Context: an optimization exercise on an open-source flow, tuned for small area. The choices shown serve that exercise and are no tape-out recipe. The RTL was checked by simulation tests, not by an equivalence proof against the original design. Power figures rest on the tool's default switching activity, not on a simulated workload.

// regfile_sb
module regfile_sb
#(
    parameter int DATA_W   = regfile_pkg::DEF_DATA_W,
    parameter int ADDR_W   = regfile_pkg::DEF_ADDR_W,
    parameter bit ZERO_REG = 1'b1
) (
    input  logic              clk,
    input  logic              rst_n,
    input  logic [ADDR_W-1:0] rs1_addr,
    input  logic [ADDR_W-1:0] rs2_addr,
    output logic [DATA_W-1:0] rs1_data,
    output logic [DATA_W-1:0] rs2_data,
    output logic              rs1_busy,
    output logic              rs2_busy,
    input  logic              iss_valid,
    input  logic [ADDR_W-1:0] iss_rd,
    input  logic              wb_en,
    input  logic [ADDR_W-1:0] wb_addr,
    input  logic [DATA_W-1:0] wb_data,
    output logic [ADDR_W:0]   pend_cnt
);
For scale: roughly 1100 flip-flops, ~130 I/O pins, ~43000 um^2 of cells after synthesis.
==> flow/config.mk <==
export PLATFORM = sky130hd
export DESIGN_NAME = regfile_sb
export DESIGN_NICKNAME = regfile_sb
export VERILOG_FILES = /design/flow/design.v
export SDC_FILE = /design/flow/constraint.sdc
export NUM_CORES = 4
export LEC_CHECK = 0
export ABC_AREA = 1
export CAP_MARGIN = 15
export CORE_MARGIN = 2
export CORE_UTILIZATION = 60
export GPL_TIMING_DRIVEN = 0
export SETUP_SLACK_MARGIN = 0.1
export SLEW_MARGIN = 15
==> flow/constraint.sdc <==
create_clock -name core_clock -period 7.0 [get_ports {clk}]
set_input_delay 1.4000 -clock core_clock [delete_from_list [all_inputs] [get_ports {clk}]]
set_output_delay 1.4000 -clock core_clock [all_outputs]
set_load 0.01 [all_outputs]
standard.sh (not shown) runs the stock make flow with config.mk's settings and CLKGATE_MAP_FILE= SYNTH_SCRIPT=/design/flow/synth_recipe.tcl, a recipe that flattens the netlist after the stock synthesis.
==> flow/flow/run.sh <==
#!/bin/bash
# Standard ORFS layout with: area-oriented ABC mapping in synthesis (with the
# AND-OR-invert slice modules mapped on their own), minimum size port buffers,
# high-fanout drivers upsized before repair_design, and a clock tree of larger
# clusters without dummy loads.
set -euo pipefail
F=$PWD/flow
CTS="-sink_clustering_enable -repair_clock_nets -dont_use_dummy_load"
CTS="$CTS -buf_list {sky130_fd_sc_hd__clkbuf_8} -sink_clustering_size 16 -sink_clustering_max_diameter 80"
bash standard.sh \
  SYNTH_SCRIPT=$F/synth.tcl AREA_ABC_SCRIPT=$F/area.abc \
  SYNTH_KEEP_MODULES="regfile_aoi222 regfile_aoi22" \
  BUFFER_PORTS_ARGS="-buffer_cell sky130_fd_sc_hd__buf_1" \
  PRE_RESIZE_TCL=$F/upsize.tcl \
  CTS_ARGS="$CTS" \
  finish > make.log 2>&1
==> flow/flow/area.abc <==
strash
&get -n
&fraig -x
&put
scorr
dc2
dretime
strash
&get -n
&dch -f
&nf -R 1000 -p
&put
strash
&get -n
&synch2
&nf -R 1000 -p
&put
==> flow/flow/synth.tcl <==
# The standard flow's synthesis (synth_recipe.tcl) with an area-oriented ABC mapping script.
proc synth {args} { yosys synth -nofsm -noshare {*}$args }
proc abc {args} {
  set new [list]
  set skip 0
  foreach a $args {
    if {$skip} { set skip 0; continue }
    if {$a eq "-script" || $a eq "-constr" || $a eq "-D"} { set skip 1; continue }
    lappend new $a
  }
  yosys abc -script $::env(AREA_ABC_SCRIPT) {*}$new
}
source $::env(SCRIPTS_DIR)/synth.tcl
# left out here: clear keep_hierarchy, flatten, clean up, hide names made inside functions, write 1_2_yosys.v
==> flow/flow/upsize.tcl <==
# Upsize the drivers of high-fanout nets to their X2 variant (or X4), so that
# repair_design does not need large buffers to meet slew/capacitance limits.
proc upsize_hifo {thr} {
  set db [ord::get_db]
  set n 0
  foreach inst [[ord::get_db_block] getInsts] {
    set m [[$inst getMaster] getName]
    if {![regexp {^sky130_fd_sc_hd__(.*)_([0-9]+)$} $m -> fn sz]} continue
    if {[string match *buf* $fn] || [string match df* $fn] || [string match edf* $fn]} continue
    set fo 0
    foreach it [$inst getITerms] {
      if {[$it isOutputSignal] && [$it getNet] ne "NULL"} {
        set fo [expr {[llength [[$it getNet] getITerms]] - 1}]
      }
    }
    if {$fo < $thr} continue
    foreach s {2 4} {
      if {$s <= $sz} continue
      set nm "sky130_fd_sc_hd__${fn}_$s"
      if {[$db findMaster $nm] ne "NULL"} {
        replace_cell [$inst getName] $nm
        incr n
        break
      }
    }
  }
  puts "upsize_hifo: upsized $n drivers with fanout >= $thr"
}

estimate_parasitics -placement
upsize_hifo 12
==> next run, changes <==
==> flow/flow/area.abc (replaced) <==
strash
&get -n
&fraig -x
&put
scorr
dc2
dretime
strash
&get -n
&dch -f
&nf -R 1000 -p -C 32
&put
--- a/flow/flow/upsize.tcl
+++ b/flow/flow/upsize.tcl
@@ -1,3 +1,3 @@
-# Upsize the drivers of high-fanout nets to their X2 variant (or X4), so that
+# Upsize the drivers of high-fanout nets to their X4 variant (or X2), so that
 # repair_design does not need large buffers to meet slew/capacitance limits.
 proc upsize_hifo {thr} {
@@ -15,6 +15,6 @@
     }
     if {$fo < $thr} continue
-    foreach s {2 4} {
-      if {$s <= $sz} continue
+    foreach s {4 2} {
+      if {$s <= $sz} break
       set nm "sky130_fd_sc_hd__${fn}_$s"
       if {[$db findMaster $nm] ne "NULL"} {
- CAP_MARGIN: 15 -> 0
- SLEW_MARGIN: 15 -> 0
This time the run completed and failed the layout checks on max-capacitance violations, max-slew violations.
Cell count is about the same.
Final area goes down by 0.65%.
Setup slack gains 140 ps.
Total power barely changes.
Global-route usage goes down by 2.0 points.
Non-clock buffer count goes down by 45.
Worst hold slack loses 4.1 ps.
Die area goes up by 0.68%.
Via count goes down by 1.7%.
Count of clock-buffer cells in the layout goes up by 1.
Clock power hardly moves.

==> what the ideal ports hide <==
Ports are ideal in the flow. The routed layouts listed here were re-timed in OpenROAD.
Step 1, drivers: a clkbuf_16 drives clk and a buf_2 each remaining input, both assumed.
Step 2 moves the port delays by t, midway between the first and last clock arrival at a register: inputs arrive t later, outputs are due t later. That takes back most of the time a late clock gives input paths.
a / b / c = ideal ports / drivers / drivers and shift; a / b = the first two.
run	t, ns	setup slack, ns	slew at the worst register clock pin (ns)
the first run	0.746	0.244 / 0.217 / 0.217	0.12 / 0.12
the second run	0.750	0.382 / 0.358 / 0.358	0.11 / 0.11
For the first run, which loses most, drivers alone change the setup slack by -0.027 ns; drivers and shift together by -0.027 ns.
